Background: an optimization exercise with open tools, aiming at small area, a short achievable clock period and few clock cycles per item. Do not read the settings as production practice.
In this exercise RTL edits were held to simulation tests only and were not proved equivalent to the original.

==> flow/design.v <==
`timescale 1ns / 1ps
`default_nettype none
package p80enc_pkg;
  localparam int unsigned BLK_W  = 64;
  localparam int unsigned KEY_W  = 80;
  localparam int unsigned CNT_W  = 5;
  localparam int unsigned ADDR_W = 4;
  localparam int unsigned DATA_W = 64;
  localparam int unsigned KLO_W  = 16;
  localparam logic REG_KEY_HIGH = 1'b0;
  localparam logic REG_KEY_LOW  = 1'b1;
  typedef logic [3:0] nib_t;
  typedef struct packed {
    logic [BLK_W-1:0] state;
    logic [KEY_W-1:0] key;
  } blk_t;
  function automatic nib_t SBOX(input nib_t x);
    logic a0, a1, a2, a3, t1, t2, t3, t4, u1, u2, y0, y1, y2, y3;
    a0 = x[3]; a1 = x[2]; a2 = x[1]; a3 = x[0];
    t1 = a2 ^ a1;
    t2 = a1 & t1;
    t3 = a0 ^ t2;
    y3 = a3 ^ t3;
    t2 = t1 & t3;
    u1 = t1 ^ y3;
    t2 = t2 ^ a1;
    t4 = a3 | t2;
    y2 = u1 ^ t4;
    u2 = t2 ^ ~a3;
    y0 = y2 ^ u2;
    u2 = u2 | u1;
    y1 = t3 ^ u2;
    SBOX = {y0, y1, y2, y3};
  endfunction
  function automatic logic [BLK_W-1:0] sub_layer(input logic [BLK_W-1:0] s);
    logic [BLK_W-1:0] r;
    r = '0;
    for (int n = 0; n < 16; n++) begin
      r[4*n +: 4] = SBOX(s[4*n +: 4]);
    end
    sub_layer = r;
  endfunction
  function automatic logic [BLK_W-1:0] perm_layer(input logic [BLK_W-1:0] s);
    logic [BLK_W-1:0] r;
    r = '0;
    for (int i = 0; i < 63; i++) begin
      r[(16 * i) % 63] = s[i];
    end
    r[63] = s[63];
    perm_layer = r;
  endfunction
  function automatic logic [KEY_W-1:0] round_key_step(input logic [KEY_W-1:0] k,
                                                     input logic [CNT_W-1:0] cnt);
    logic [KEY_W-1:0] r;
    r = {k[18:0], k[79:19]};
    r[79:76] = SBOX(r[79:76]);
    r[19:15] = r[19:15] ^ cnt;
    round_key_step = r;
  endfunction
endpackage
`default_nettype wire
`timescale 1ns / 1ps
`default_nettype none
module p80enc_round (
  input  wire logic [p80enc_pkg::BLK_W-1:0] s_in,
  input  wire logic [p80enc_pkg::BLK_W-1:0] rk,
  output logic      [p80enc_pkg::BLK_W-1:0] s_out
);
  assign s_out = p80enc_pkg::perm_layer(p80enc_pkg::sub_layer(s_in)) ^ rk;
endmodule
`default_nettype wire
`timescale 1ns / 1ps
`default_nettype none
module present80_encrypt_core (
  input  wire logic                           clk,
  input  wire logic                           rst_n,
  input  wire logic                           in_valid,
  output logic                                in_ready,
  input  wire logic [p80enc_pkg::BLK_W-1:0]   in_plaintext,
  output logic                                out_valid,
  input  wire logic                           out_ready,
  output logic      [p80enc_pkg::BLK_W-1:0]   out_ciphertext,
  input  wire logic                           cfg_psel,
  input  wire logic                           cfg_penable,
  input  wire logic                           cfg_pwrite,
  input  wire logic [p80enc_pkg::ADDR_W-1:0]  cfg_paddr,
  input  wire logic [p80enc_pkg::DATA_W-1:0]  cfg_pwdata,
  output logic      [p80enc_pkg::DATA_W-1:0]  cfg_prdata,
  output logic                                cfg_pready
);
  localparam int unsigned NSTG = 30;    
  localparam int unsigned BW   = p80enc_pkg::BLK_W;
  localparam int unsigned KW   = p80enc_pkg::KEY_W;
  logic [BW-1:0]                key_high_r;
  logic [p80enc_pkg::KLO_W-1:0] key_low_r;
  logic                         cfg_wr;
  logic                         reg_sel;
  assign cfg_pready = 1'b1;
  assign reg_sel    = cfg_paddr[3];
  assign cfg_wr     = cfg_psel && cfg_penable && cfg_pwrite;
  always_ff @(posedge clk) begin
    if (!rst_n) begin
      key_high_r <= '0;
      key_low_r  <= '0;
    end else if (cfg_wr) begin
      if (reg_sel == p80enc_pkg::REG_KEY_HIGH) key_high_r <= cfg_pwdata;
      else                                     key_low_r  <= cfg_pwdata[p80enc_pkg::KLO_W-1:0];
    end
  end
  assign cfg_prdata = (reg_sel == p80enc_pkg::REG_KEY_HIGH)
                      ? key_high_r
                      : {{(p80enc_pkg::DATA_W-p80enc_pkg::KLO_W){1'b0}}, key_low_r};
  logic [32:1][KW-1:0] ks;
  logic [31:1][3:0]    nib_c;    
  logic [31:2][3:0]    nib_r;    
  logic [31:1][KW-1:0] rot;
  assign ks[1] = {key_high_r, key_low_r};
  for (genvar r = 1; r <= 31; r++) begin : g_ks
    assign rot[r]   = {ks[r][18:0], ks[r][79:19]};
    assign nib_c[r] = p80enc_pkg::SBOX(rot[r][79:76]);
    if (r == 1) begin : g_direct
      assign ks[r+1] = {nib_c[r], rot[r][75:20], rot[r][19:15] ^ 5'(r), rot[r][14:0]};
    end else begin : g_reg
      always_ff @(posedge clk) nib_r[r] <= nib_c[r];
      assign ks[r+1] = {nib_r[r], rot[r][75:20], rot[r][19:15] ^ 5'(r), rot[r][14:0]};
    end
  end
  logic                   en;
  logic [NSTG:1]          vld;
  logic [NSTG:1][BW-1:0]  stg;      
  logic [NSTG:0][BW-1:0]  s_nxt;    
  p80enc_round u_r1 (.s_in(in_plaintext ^ ks[1][79:16]), .rk(ks[2][79:16]), .s_out(s_nxt[0]));
  for (genvar i = 1; i <= NSTG; i++) begin : g_stg
    p80enc_round u_r (.s_in(stg[i]), .rk(ks[i+2][79:16]), .s_out(s_nxt[i]));
  end
  always_ff @(posedge clk) begin
    if (!rst_n) begin
      vld <= '0;
    end else if (en) begin
      vld <= {vld[NSTG-1:1], in_valid};
    end
  end
  always_ff @(posedge clk) begin
    if (en) begin
      stg[1] <= s_nxt[0];
      for (int i = 2; i <= NSTG; i++) stg[i] <= s_nxt[i-1];
    end
  end
  logic          head_vld, skid_vld, skid_nxt, rdy_q;
  logic [BW-1:0] head_q, skid_q;
  logic          arrive, head_free;
  assign en        = !skid_vld;
  assign in_ready  = rdy_q;
  assign arrive    = en && vld[NSTG];
  assign head_free = !head_vld || out_ready;
  assign skid_nxt  = skid_vld ? !head_free : (arrive && !head_free);
  always_ff @(posedge clk) begin
    if (!rst_n) begin
      head_vld <= 1'b0;
      skid_vld <= 1'b0;
      rdy_q    <= 1'b1;
    end else begin
      if (head_free) head_vld <= skid_vld || arrive;
      skid_vld <= skid_nxt;
      rdy_q    <= !skid_nxt;
    end
  end
  always_ff @(posedge clk) begin
    if (head_free) head_q <= skid_vld ? skid_q : s_nxt[NSTG];
    if (en)        skid_q <= s_nxt[NSTG];
  end
  assign out_valid      = head_vld;
  assign out_ciphertext = head_q;
endmodule
`default_nettype wire
export LEC_CHECK = 0
export CAP_MARGIN = 20
export CORE_MARGIN = 2
export CORE_UTILIZATION = 45
export PLACE_DENSITY = 0.6
export SETUP_SLACK_MARGIN = 1.7
export SLEW_MARGIN = 20
create_clock -name core_clock -period 4.0 [get_ports {clk}]
run.sh (not shown) runs the stock make flow with config.mk's settings and CLKGATE_MAP_FILE= SYNTH_SCRIPT=/design/flow/synth_recipe.tcl, a recipe that flattens the netlist after the stock synthesis.
Testbench counts at the start, summed over its fixed seeds: cycles 2,312, items 2,048.
Change:
--- a/flow/design.v
+++ b/flow/design.v
@@ -110,28 +110,26 @@
   assign cfg_prdata = (reg_sel == p80enc_pkg::REG_KEY_HIGH)
                       ? key_high_r
                       : {{(p80enc_pkg::DATA_W-p80enc_pkg::KLO_W){1'b0}}, key_low_r};
   logic [32:1][KW-1:0] ks;
   logic [31:1][3:0]    nib_c;    
-  logic [31:2][3:0]    nib_r;    
+  logic [31:1][3:0]    nib_r;
   logic [31:1][KW-1:0] rot;
+  logic [KW-1:0]       ks2_c;
   assign ks[1] = {key_high_r, key_low_r};
   for (genvar r = 1; r <= 31; r++) begin : g_ks
     assign rot[r]   = {ks[r][18:0], ks[r][79:19]};
     assign nib_c[r] = p80enc_pkg::SBOX(rot[r][79:76]);
-    if (r == 1) begin : g_direct
-      assign ks[r+1] = {nib_c[r], rot[r][75:20], rot[r][19:15] ^ 5'(r), rot[r][14:0]};
-    end else begin : g_reg
-      always_ff @(posedge clk) nib_r[r] <= nib_c[r];
-      assign ks[r+1] = {nib_r[r], rot[r][75:20], rot[r][19:15] ^ 5'(r), rot[r][14:0]};
-    end
+    always_ff @(posedge clk) nib_r[r] <= nib_c[r];
+    assign ks[r+1] = {nib_r[r], rot[r][75:20], rot[r][19:15] ^ 5'(r), rot[r][14:0]};
   end
+  assign ks2_c = {nib_c[1], rot[1][75:20], rot[1][19:15] ^ 5'(1), rot[1][14:0]};
   logic                   en;
   logic [NSTG:1]          vld;
   logic [NSTG:1][BW-1:0]  stg;      
   logic [NSTG:0][BW-1:0]  s_nxt;    
-  p80enc_round u_r1 (.s_in(in_plaintext ^ ks[1][79:16]), .rk(ks[2][79:16]), .s_out(s_nxt[0]));
+  p80enc_round u_r1 (.s_in(in_plaintext ^ ks[1][79:16]), .rk(ks2_c[79:16]), .s_out(s_nxt[0]));
   for (genvar i = 1; i <= NSTG; i++) begin : g_stg
     p80enc_round u_r (.s_in(stg[i]), .rk(ks[i+2][79:16]), .s_out(s_nxt[i]));
   end
   always_ff @(posedge clk) begin
     if (!rst_n) begin
What happened:
- The new run completed with no timing, DRC or antenna violations
- die area is about the same
- routed wire length is about the same
- critical path depth went down by 8
- cell area stays flat
- global-route usage is about the same
- synthesized cell count is about the same
- cell count stays flat
- clock skew went down by 0.0038 ns
- worst setup slack loses 0.0062 ns
- register-to-register slack gains 0.20 ns
Testbench counts after the change, summed over its fixed seeds: cycles 2,312, items 2,048.

-- afterwards: timing with drivers on the ports --
The flow's constraints put no driver on any port. The routed layouts listed below were extracted and timed again, unchanged, in two steps. Step 1: set_driving_cell puts a clkbuf_16 on clk and a buf_2 on each other input, an assumption about the parent block. Step 2 adds t to the input delays and takes it off the output delays; t is the mean of the earliest and latest rising clock arrival at the registers after step 1. Input paths then give back, and output paths get back, about the clock's delay inside the block. Three values: ideal, step 1, step 2; two values: the first two.
| run | t (ns) | setup WS [ns] | cell pins on the clock port's net |
|---|---|---|---|
| the first run | 0.992 | 1.378 / 1.317 / 0.777 | 1 |
| the second run | 0.997 | 1.372 / 1.283 / 0.783 | 1 |
After both steps every run listed still meets setup and hold. The setup slack of the first run, which loses most, moves by -0.061 ns with the drivers and by -0.601 ns with both steps.
